Background: an optimization exercise with open tools, aiming at small area. Do not read the settings as production practice.
No functional check of the RTL was part of this run.
Power figures rest on the tool's default switching activity, not on a simulated workload. The flow treats the clock pin as an ideal source, which a real chip does not have.

==> flow/design.v <==
package calc_data_pkg;
    typedef logic [64-1:0] calc_word_t;
    typedef logic [1:0] size_sel_t;
    typedef enum logic [2:0] {
        pick_class,
        pick_op,
        pick_size,
        enter_a,
        enter_b
    } entry_prompt_e;
    typedef struct packed {
        logic       valid;
        calc_word_t value;
    } unit_result_s;
endpackage
package calc_cmd_pkg;
    typedef enum logic [1:0] {
        class_arith,
        class_logic,
        class_fetch,
        class_store
    } calc_class_e;
    typedef enum logic [2:0] {
        arith_add,
        arith_sub,
        arith_mul,
        arith_div,
        arith_rem
    } arith_op_e;
    typedef enum logic [2:0] {
        logic_and,
        logic_nand,
        logic_or,
        logic_nor,
        logic_xor,
        logic_xnor,
        logic_not
    } logic_op_e;
    typedef struct packed {
        logic       spare;
        logic [1:0] idx;
    } reg_sel_s;
    typedef union packed {
        arith_op_e arith_op;
        logic_op_e logic_op;
        reg_sel_s  reg_sel;
    } calc_op_u;
    typedef struct packed {
        calc_class_e              cls;
        calc_op_u                 op;
        logic [1:0]               size;
        logic [64-1:0]  a;
        logic [64-1:0]  b;
    } calc_cmd_s;
endpackage
`timescale 1ns/1ps
module button_debouncer (
    input  logic clk,
    input  logic rst,
    input  logic button,
    output logic press,
    output logic press_next,
    output logic press_next2
);
    localparam int CNT_W = $clog2(4 + 1) - 1;
    logic [1:0]       sync;
    logic             sample;
    logic             stable;
    logic [CNT_W-1:0] cnt;
    assign sample = sync[1];
    assign press_next  = sample && !stable && (cnt == CNT_W'(4 - 1));
    assign press_next2 = sample && sync[0] && !stable && (cnt == CNT_W'(4 - 2));
    always_ff @(posedge clk) begin
        if (rst) begin
            sync   <= 2'b00;
            stable <= 1'b0;
            cnt    <= '0;
            press  <= 1'b0;
        end else begin
            sync  <= {sync[0], button};
            press <= 1'b0;
            if (sample == stable) begin
                cnt <= '0;
            end else if (cnt == CNT_W'(4 - 1)) begin
                cnt    <= '0;
                stable <= sample;
                press  <= sample;
            end else begin
                cnt <= cnt + 1'b1;
            end
        end
    end
endmodule
`timescale 1ns/1ps
module entry_sequencer (
    input  logic                     clk,
    input  logic                     rst,
    input  logic                     press,
    input  logic [16-1:0] switches,
    output logic [2:0]               prompt,
    output logic [1:0]               cls,
    output logic [2:0]               op,
    output logic [1:0]               size,
    output logic [1:0]               chunk,
    output logic                     issue
);
    logic [2:0] prompt_nxt;
    logic [1:0] chunk_nxt;
    logic       last_chunk;
    logic       skip_a;
    logic       skip_b;
    assign last_chunk = (chunk == size);
    assign skip_a     = (cls == 2'd2);
    assign skip_b     = skip_a || (cls == 2'd3) || ((cls == 2'd1) && (op == 3'd6));
    always_comb begin
        prompt_nxt = prompt;
        chunk_nxt  = chunk;
        issue      = 1'b0;
        if (press) begin
            case (prompt)
                3'd0: prompt_nxt = 3'd1;
                3'd1: prompt_nxt = 3'd2;
                3'd2: begin
                    chunk_nxt = '0;
                    if (skip_a) begin
                        issue      = 1'b1;
                        prompt_nxt = 3'd0;
                    end else begin
                        prompt_nxt = 3'd3;
                    end
                end
                3'd3: begin
                    if (!last_chunk) begin
                        chunk_nxt = chunk + 2'd1;
                    end else if (skip_b) begin
                        issue      = 1'b1;
                        prompt_nxt = 3'd0;
                    end else begin
                        chunk_nxt  = '0;
                        prompt_nxt = 3'd4;
                    end
                end
                3'd4: begin
                    if (!last_chunk) begin
                        chunk_nxt = chunk + 2'd1;
                    end else begin
                        issue      = 1'b1;
                        prompt_nxt = 3'd0;
                    end
                end
                default: prompt_nxt = 3'd0;
            endcase
        end
    end
    always_ff @(posedge clk) begin
        if (rst) begin
            prompt <= 3'd0;
            chunk  <= '0;
        end else begin
            prompt <= prompt_nxt;
            chunk  <= chunk_nxt;
        end
        if (press && prompt == 3'd0) cls  <= switches[1:0];
        if (press && prompt == 3'd1) op   <= switches[2:0];
        if (press && prompt == 3'd2) size <= switches[1:0];
    end
endmodule
`timescale 1ns/1ps
module int_arith (
    input  logic        clk,
    input  logic        clr,       
    input  logic        ph,        
    input  logic        sbit,      
    input  logic        e,         
    input  logic        s,         
    input  logic        bext,      
    input  logic [31:0] b,         
    output logic [31:0] head,
    output logic [31:0] tail,
    output logic        sgn
);
    logic [31:0] x1;
    logic [31:0] x0;
    logic        cx;
    logic        cc;
    logic [31:0] xin;
    logic [31:0] bb;
    logic [31:0] y;
    logic        co;
    assign head = x1;
    assign tail = x0;
    assign xin = {x1[30:0], ph ? cx : sbit};
    logic [32:0] c;
    logic        pe;
    logic        ne;
    assign pe = e & ~s;
    assign ne = e & s;
    assign bb = (b ^ {32{s}}) & {32{e}};
    assign c[0] = ph ? cc : s;
    always_comb begin
        for (int j = 0; j < 32; j++) begin
            y[j]   = xin[j] ^ bb[j] ^ c[j];
            c[j+1] = (xin[j] & bb[j]) | (xin[j] & c[j]) | (bb[j] & c[j]);
        end
    end
    assign co = c[32];
    always_ff @(posedge clk) begin
        x0 <= y;
        x1 <= clr ? 32'd0 : x0;
        cx <= x1[31];
        cc <= co;
        if (clr) begin
            sgn <= 1'b0;
        end else if (ph) begin
            sgn <= x1[31] ^ bext ^ co;
        end
    end
endmodule
`timescale 1ns/1ps
module opnd_ring (
    input  logic        clk,
    input  logic [1:0]  wr,        
    input  logic [15:0] wdata,
    input  logic        sh,        
    input  logic        ins_lo,    
    input  logic        ph,        
    output logic [31:0] head,      
    output logic [31:0] tail,      
    output logic        msb        
);
    logic [31:0] d1;
    logic [31:0] d0;
    logic [31:0] nxt;
    logic        carry;
    logic        ins;
    assign head = d1;
    assign tail = d0;
    assign msb  = ph ? d1[31] : d0[31];
    assign ins = ph ? carry : ins_lo;
    always_comb begin
        nxt = sh ? {d1[30:0], ins} : d1;
        if (wr[0]) nxt[15:0]  = wdata;
        if (wr[1]) nxt[31:16] = wdata;
    end
    always_ff @(posedge clk) begin
        d0    <= nxt;
        d1    <= d0;
        carry <= d1[31];
    end
endmodule
module opnd_ring4 (
    input  logic        clk,
    input  logic        wr,        
    input  logic [15:0] wdata,
    input  logic        sh,        
    input  logic [1:0]  ins_lo,    
    input  logic [1:0]  g2,        
    output logic [63:0] value,     
    output logic [1:0]  top        
);
    logic [15:0] d0, d1, d2, d3;
    logic [15:0] nxt;
    logic [1:0]  carry;
    logic [1:0]  ins;
    assign value = {d3, d2, d1, d0};
    always_comb begin
        case (g2)
            2'd0: top = d3[15:14];
            2'd1: top = d2[15:14];
            2'd2: top = d1[15:14];
            default: top = d0[15:14];
        endcase
    end
    assign ins = (g2 == 2'd0) ? ins_lo : carry;
    always_comb begin
        nxt = sh ? {d0[13:0], ins} : d0;
        if (wr) nxt = wdata;
    end
    always_ff @(posedge clk) begin
        d3    <= nxt;
        d2    <= d3;
        d1    <= d2;
        d0    <= d1;
        carry <= d0[15:14];
    end
endmodule
`timescale 1ns/1ps
module result_bank (
    input  logic        clk,
    input  logic        rst,
    input  logic [1:0]  idx,
    input  logic        wr0,       
    input  logic        wr1,       
    input  logic        wbit,
    input  logic        rhalf,     
    output logic        rbit,
    input  logic        load,
    input  logic        src_a,
    input  logic [63:0] val_a,
    input  logic [63:0] val_x,
    input  logic [1:0]  size,
    output logic [63:0] result,
    output logic        sign,
    output logic        done
);
    logic [4-1:0][63:0] ring;
    logic [3:0]  valid;
    logic [3:0]  sel_a;
    logic [3:0]  sel_x;
    logic        hold;
    logic [63:0] value;
    logic        top;
    assign value = src_a ? val_a : val_x;
    assign top   = value[{size, 4'hf}];
    always_ff @(posedge clk) begin
        for (int r = 0; r < 4; r++) begin
            ring[r][63:2] <= ring[r][62:1];
            ring[r][1]    <= (wr1 && idx == 2'(r)) ? wbit : ring[r][0];
            ring[r][0]    <= (wr0 && idx == 2'(r)) ? wbit : ring[r][63];
        end
    end
    always_ff @(posedge clk) begin
        if (rst) begin
            valid <= '0;
        end else if (wr0) begin
            valid[idx] <= 1'b1;
        end
    end
    assign rbit = valid[idx] && (rhalf ? ring[idx][0] : ring[idx][63]);
    always_comb begin
        for (int k = 0; k < 4; k++) begin
            sel_a[k] = load && !rst && src_a  && (2'(k) <= size);
            sel_x[k] = load && !rst && !src_a && (2'(k) <= size);
        end
    end
    assign hold = !load && !rst;
    always_ff @(posedge clk) begin
        for (int i = 0; i < 64; i++) begin
            result[i] <= (result[i] & hold) | (val_a[i] & sel_a[i/16]) | (val_x[i] & sel_x[i/16]);
        end
        sign <= (sign & hold) | (load && !rst && top);
        done <= load && !rst;
    end
endmodule
`timescale 1ns/1ps
module calc_top (
    input  logic                         clk,
    input  logic                         rst,
    input  logic                         enable,
    input  logic [16-1:0]     switches,
    output calc_data_pkg::entry_prompt_e prompt,
    output calc_data_pkg::calc_word_t    result,
    output logic                         sign,
    output logic                         done
);
    logic        press;
    logic        press_next;
    logic [2:0]  prompt_q;
    logic [1:0]  cls;
    logic [2:0]  op;
    logic [1:0]  size;
    logic [1:0]  chunk;
    logic        issue;
    button_debouncer debounce_i (
        .clk(clk), .rst(rst), .button(enable), .press(press), .press_next(press_next),
        .press_next2(press_next2)
    );
    entry_sequencer seq_i (
        .clk(clk), .rst(rst), .press(press), .switches(switches),
        .prompt(prompt_q), .cls(cls), .op(op), .size(size), .chunk(chunk), .issue(issue)
    );
    assign prompt = calc_data_pkg::entry_prompt_e'(prompt_q);
    localparam logic [1:0] ST_IDLE = 2'd0;
    localparam logic [1:0] ST_PEND = 2'd1;
    localparam logic [1:0] ST_RUN  = 2'd2;
    logic [5:0] g;
    logic [1:0] st;
    logic [1:0] round;
    logic       ph;
    logic       run;
    logic       main;
    logic       i63;
    logic       i64;
    logic       ld;
    logic       src_a;
    assign ph   = g[0];
    assign run  = (st == ST_RUN);
    assign main = run && !round[1];
    assign i63  = run && (round == 2'd1) && (g[5:1] == 5'd31);
    assign i64  = run && (round == 2'd2) && (g[5:1] == 5'd0);
    assign ld   = run && (round == 2'd2) && (g == (src_a ? 6'd4 : 6'd2));
    always_ff @(posedge clk) begin
        if (rst) begin
            g     <= '0;
            st    <= ST_IDLE;
            round <= '0;
        end else begin
            g <= g + 6'd1;
            if ((issue || st == ST_PEND) && g == 6'd63) begin
                st    <= ST_RUN;
                round <= '0;
            end else if (issue) begin
                st <= ST_PEND;
            end else if (ld) begin
                st <= ST_IDLE;
            end else if (run && g == 6'd63) begin
                round <= round + 2'd1;
            end
        end
    end
    logic is_arith, is_logic, is_fetch, is_store;
    logic addsub, mul, dv, rm, divrem;
    assign is_arith = (cls == 2'd0);
    assign is_logic = (cls == 2'd1);
    assign is_fetch = (cls == 2'd2);
    assign is_store = (cls == 2'd3);
    assign addsub   = is_arith && (op[2:1] == 2'b00);
    assign mul      = is_arith && (op == 3'd2);
    assign dv       = is_arith && (op == 3'd3);
    assign rm       = is_arith && (op == 3'd4);
    assign divrem   = dv || rm;
    assign src_a    = dv || is_store;
    logic        wcyc;
    logic        wr_a;
    logic        wr_a_late;
    logic [1:0]  wr_b;
    logic [15:0] wdata;
    logic [63:0] a_val;
    logic [1:0]  a_top;
    logic [31:0] b_head, b_tail;
    logic        b_msb;
    logic        sh_a, sh_b, ins_b;
    logic [1:0]  ins_a;
    logic        a_msb;
    logic        qh;
    logic        sgn;
    logic        bt;
    logic        press_next2;
    assign wcyc  = press_next || press;
    assign wdata = (prompt_q == 3'd0) ? 16'd0 : switches;
    assign wr_a = ((press_next2 || wcyc) && (prompt_q == 3'd3) && (g[1:0] == chunk)) || wr_a_late;
    always_ff @(posedge clk) begin
        wr_a_late <= press && (prompt_q == 3'd3) && (chunk == g[1:0] + 2'd1);
    end
    always_comb begin
        for (int h = 0; h < 2; h++) begin
            wr_b[h] = wcyc && ((prompt_q == 3'd0) ||
                               ((prompt_q == 3'd4) && (ph == chunk[1]) && (chunk[0] == 1'(h))));
        end
    end
    logic       va;
    logic [2:0] vsum;
    assign vsum  = {1'b0, round[0], g[5]} + {1'b0, size};
    assign va    = (vsum >= 3'd3);
    assign a_msb = (g[1] ? a_top[0] : a_top[1]) && va;
    assign sh_a  = main || (run && dv && (round == 2'd2) && (g[5:2] == 4'd0));
    assign ins_a = divrem ? {qh, !sgn} : (a_top & {2{va}});
    always_ff @(posedge clk) begin
        if (g[1:0] == 2'd2) qh <= !sgn;
    end
    assign sh_b  = (main && is_logic) || (i63 && rm);
    assign ins_b = is_logic && b_msb;
    opnd_ring4 ring_a (
        .clk(clk), .wr(wr_a), .wdata(switches), .sh(sh_a), .ins_lo(ins_a), .g2(g[1:0]),
        .value(a_val), .top(a_top)
    );
    opnd_ring ring_b (
        .clk(clk), .wr(wr_b), .wdata(wdata), .sh(sh_b), .ins_lo(ins_b), .ph(ph),
        .head(b_head), .tail(b_tail), .msb(b_msb)
    );
    always_ff @(posedge clk) begin
        if (ph) bt <= b_msb;
    end
    logic        lf;
    logic        rbit;
    logic        sbit;
    logic        e;
    logic        s;
    logic        bext;
    logic [31:0] x_head, x_tail;
    always_comb begin
        case (op)
            3'd0: lf = a_msb & b_msb;
            3'd1: lf = !(a_msb & b_msb);
            3'd2: lf = a_msb | b_msb;
            3'd3: lf = !(a_msb | b_msb);
            3'd4: lf = a_msb ^ b_msb;
            3'd5: lf = !(a_msb ^ b_msb);
            3'd6: lf = !a_msb;
            default: lf = 1'b0;
        endcase
    end
    always_comb begin
        sbit = 1'b0;
        if (main) begin
            if (addsub || divrem) sbit = a_msb;
            if (is_logic)         sbit = lf;
            if (is_fetch)         sbit = rbit;
        end
    end
    assign e    = (main && ((addsub && i63) || (mul && a_msb) || divrem)) || (i64 && rm && sgn);
    assign s    = e && ((addsub && op[0]) || (divrem && main && !sgn));
    assign bext = e && (s || (i64 && bt));
    int_arith work_i (
        .clk(clk), .clr(!run), .ph(ph), .sbit(sbit), .e(e), .s(s), .bext(bext),
        .b(b_head), .head(x_head), .tail(x_tail), .sgn(sgn)
    );
    logic        hold_wr0, hold_wr1;
    assign hold_wr0 = main && is_store && !round[0] && !ph;
    assign hold_wr1 = main && is_store &&  round[0] && !ph;
    result_bank bank_i (
        .clk(clk), .rst(rst),
        .idx(op[1:0]), .wr0(hold_wr0), .wr1(hold_wr1), .wbit(a_msb), .rhalf(round[0]),
        .rbit(rbit),
        .load(ld), .src_a(src_a), .val_a(a_val),
        .val_x({sgn, x_tail, x_head[31:1]}), .size(size),
        .result(result), .sign(sign), .done(done)
    );
endmodule
==> flow/flow/run.sh <==
#!/bin/bash
# Standard layout with two changes: the port buffers use the smallest buffer
# cell, and clock tree synthesis uses clkbuf_16 buffers with larger sink clusters without dummy loads.
set -euo pipefail
export BUFFER_PORTS_ARGS="-buffer_cell sky130_fd_sc_hd__buf_1"
export CTS_ARGS="-sink_clustering_enable -repair_clock_nets -buf_list sky130_fd_sc_hd__clkbuf_16 -sink_clustering_size 32 -sink_clustering_max_diameter 80 -dont_use_dummy_load"
bash standard.sh > standard_flow.log 2>&1
==> flow/standard.sh <==
#!/bin/bash
# synth_recipe.tcl (not shown) runs the flow's synth.tcl, then flattens the netlist and writes it again
# the make line also repeats each setting of config.mk as NAME=value (left out here)
make -C /OpenROAD-flow-scripts/flow DESIGN_CONFIG=/design/flow/config.mk WORK_HOME=/design/flow/orfs CLKGATE_MAP_FILE= SYNTH_SCRIPT=/design/flow/synth_recipe.tcl "${@:-finish}"
==> flow/config.mk <==
export PLATFORM = sky130hd
export DESIGN_NAME = calc_top
export DESIGN_NICKNAME = calc_top
export VERILOG_FILES = /design/flow/design.v
export SDC_FILE = /design/flow/constraint.sdc
export NUM_CORES = 8
export LEC_CHECK = 0
export ABC_AREA = 1
export CAP_MARGIN = 20
export CORE_MARGIN = 2
export CORE_UTILIZATION = 80
export SLEW_MARGIN = 20
==> flow/constraint.sdc <==
create_clock -name core_clock -period 400.0 [get_ports {clk}]
set_input_delay 80.0000 -clock core_clock [delete_from_list [all_inputs] [get_ports {clk}]]
set_output_delay 80.0000 -clock core_clock [all_outputs]
set_load 0.01 [all_outputs]
==> notes.md <==
status=finished clean; syn nets=1641; antenna violations before repair=1; Post-DRT Antenna Nets=0; most numerous cell in the Yosys netlist=dfxtp_1; post-route setup TNS=0 ns; initial drt markers=1513; RSZ-0062 raised after global routing=false; Nets=1703; Leakage=7.51 nW; Final Critical Period=81.76 ns; worst r2r src=seq_i.size[0]; Final HPWL DP=27400 µm; delay of the slowest critical-path stage=0.75 ns; FFs w/ async S/R, synth=0%; Worst slew margin=29.4%; Worst path slowest cell=clkinv_2; die area=21900 µm²; Yosys warning count=7; H-tree depth=1; Worst Path Arrival=82.16 ns; syn avg cell area=10.5 µm²; Crit path required time=400.41 ns; Routed wire per std cell=21.8 µm; total CTS buffers=21; Cells after Synth=1577; CTS Hold Bufs=0; via count=11600; share of the synthesized area in the top cell type=66.0%; final hold vios=0; clock tree buffer depth=3; Pins Over Slew Limit=0; core area=20300 µm²; Clock Tree Root=clkbuf_16; Post-CTS Setup Bufs=0; DIE HEIGHT=148 µm; Seq/Total Area, Yosys=67.6%; CP Buf/Inv Count=4; Startpoint Class=input pin; WP depth=7; Tcrit/Tclk final=20.4%; dpl cells=1886; Max Clock Freq=12.2 MHz; Ant. Diodes=0; DIE WIDTH=148 µm; Clock Skew=0.0622 ns; crit-path leading delay family=buffers and inverters; global-route wire length before repair=63800 µm; post-CTS sizing=0; Worst setup EP type=register; Tightest Hold Check Type=register to register; DRC Markers=0; share of layout cells above drive strength 1=3.30%; first-pass iteration count of the detailed router=6; post-synth top area cell=dfxtp_1; I/O pins=88; CP max FO=65; Cell Pwr Density=4.70 nW/µm²; Clock transition at path regs=0.12 ns; top_reg_cell synth=dfxtp_1; Worst Hold Launch=bank_i.ring[5]; final wirelength=41500 µm; Setup violations, final=0; top cells by count, synth=dfxtp_1, nand2_1, nor2_1; routability cong.=0.910; site row count=52; Crit Path Category=input pin to register; Hold Path Cell Cnt=0; Synth Cell Area=16600 µm²; Area Overhead vs Synth=5.93%; r2r worst-path depth=54; measured slew at the worst slew-check pin=1.06 ns; total grt overflow=0; initial core utilization=81.6%; Finished Core Util=86.5%; IO Port Bufs=87; CTS tree=built; Clock Sinks=555; Yosys reg bits=555; routed vias/inst=6.09; clock latency (worst-skew pair)=0.55 ns; number of global-route vias before repair=11400; Max-Cap Viols=0; worst path cell trace=buf_1, buf_4, inv_1, nand2_1, clkinv_2, a22oi_1, o21ai_0; number of enable flip-flop cells after synthesis=9; GRT Overall Usage=38.2%; Post-Layout Cell Count=1907; worst vdd ir=4.03 µV; Setup crit start=rst; largest net degree at the start of global routing=66; Synth area leaders=dfxtp_1, nand2_1, fa_1; count of cell types in the netlist=47
==> flip-flops by register name, summed over array words and instances (netlist names), 3 cells and up <==
register,count
bank_i.result,64
bank_i.ring,256
bank_i.valid,4
g,6
ring_a.d0,16
ring_a.d1,16
ring_a.d2,16
ring_a.d3,16
ring_b.d0,32
ring_b.d1,32
seq_i.op,3
seq_i.prompt,3
work_i.x0,32
work_i.x1,32
==> power breakdown <==
group | internal [mW] | leakage [nW] | switching, mW
Combinational | 0.000288 | 2.70 | 0.000797
Sequential | 0.0558 | 4.55 | 0.000374
Clock | 0.00954 | 0.259 | 0.0156
==> cells in the final DEF, fill, tap and decap left out, types with 12 or more instances in the layout <==
cell,count
dfxtp_1,546
nand2_1,254
nor2_1,155
inv_1,138
o21ai_0,89
buf_1,87
nand3_1,86
nor3_1,40
fa_1,33
a21oi_1,30
o211ai_1,29
a22oi_1,27
clkbuf_16,21
ha_1,12
==> through the flow <==
stage | area, µm² | worst slack [ns] | total power [mW] | hold slack [ns]
floorplan | 16600 | 319.16 | 0.0579 | 0.310
global placement | 17000 | 318.19 | 0.0584 | 0.310
detailed placement | 17000 | 318.01 | 0.0585 | 0.312
CTS | 17600 | 318.51 | 0.0821 | 0.286
global route | 17600 | 318.17 | 0.0840 | 0.285
finish | 17600 | 318.25 | 0.0824 | 0.282
==> layout make-up <==
class	count	area, µm²
clock buffers	21	526
fillers	927	2750
inverters	143	541
multi-input cells	824	4570
flip-flops and latches	555	11200
well taps	270	338
repair buffers	94	379
==> logic make-up (layout without fill, tap and decap cells) <==
group,after synthesis,after routing,synth area share [%]
buffers and inverters,198,258,4.84
adders and majority gates,45,45,4.89
DFF,555,555,67.6
and+or+nand+nor,565,565,14.8
AOI/OAI and AO/OA,209,209,7.59
xor gates and xnor gates,5,5,0.264
==> final timing paths <==
| check | slack (ns) | endpoint |
|---|---|---|
| hold / removal | 0.28 | bank_i.ring[6] |
| hold reg to reg | 0.28 | bank_i.ring[6] |
| setup / recovery | 318.25 | bank_i.result[45] |
| setup reg to reg | 381.67 | work_i.sgn |
==> per-layer routing <==
metal	vias to the layer above	wire, µm	part of all wire [%]	GRT usage [%]
met5	-	0	0	0
met4	0	1270	3.1	10.9
met3	117	4060	9.8	6.08
met2	790	20100	48	63.8
met1	5565	16100	39	52.5
li1	5144	-	-	-

[static timing again, ports no longer ideal]
The results above use ideal ports. As a check the final layout listed here was re-extracted and re-timed, cells and wires unchanged. Step 1, drivers: a clkbuf_16 drives clk and a buf_2 each remaining input, both assumed. Step 2 moves the port delays by t, midway between the first and last clock arrival at a register: inputs arrive t later, outputs are due t later. That takes back most of the time a late clock gives input paths. Three values: ideal ports, drivers, drivers and shift; two values: the first two.
t (ns): 0.572
setup WS [ns]: 318.245 / 318.262 / 317.690
worst data-port slew with drivers (ns): 0.05
After both steps setup and hold are still met in this run. For this run, drivers alone change the setup slack by +0.017 ns; drivers and shift together by -0.555 ns.
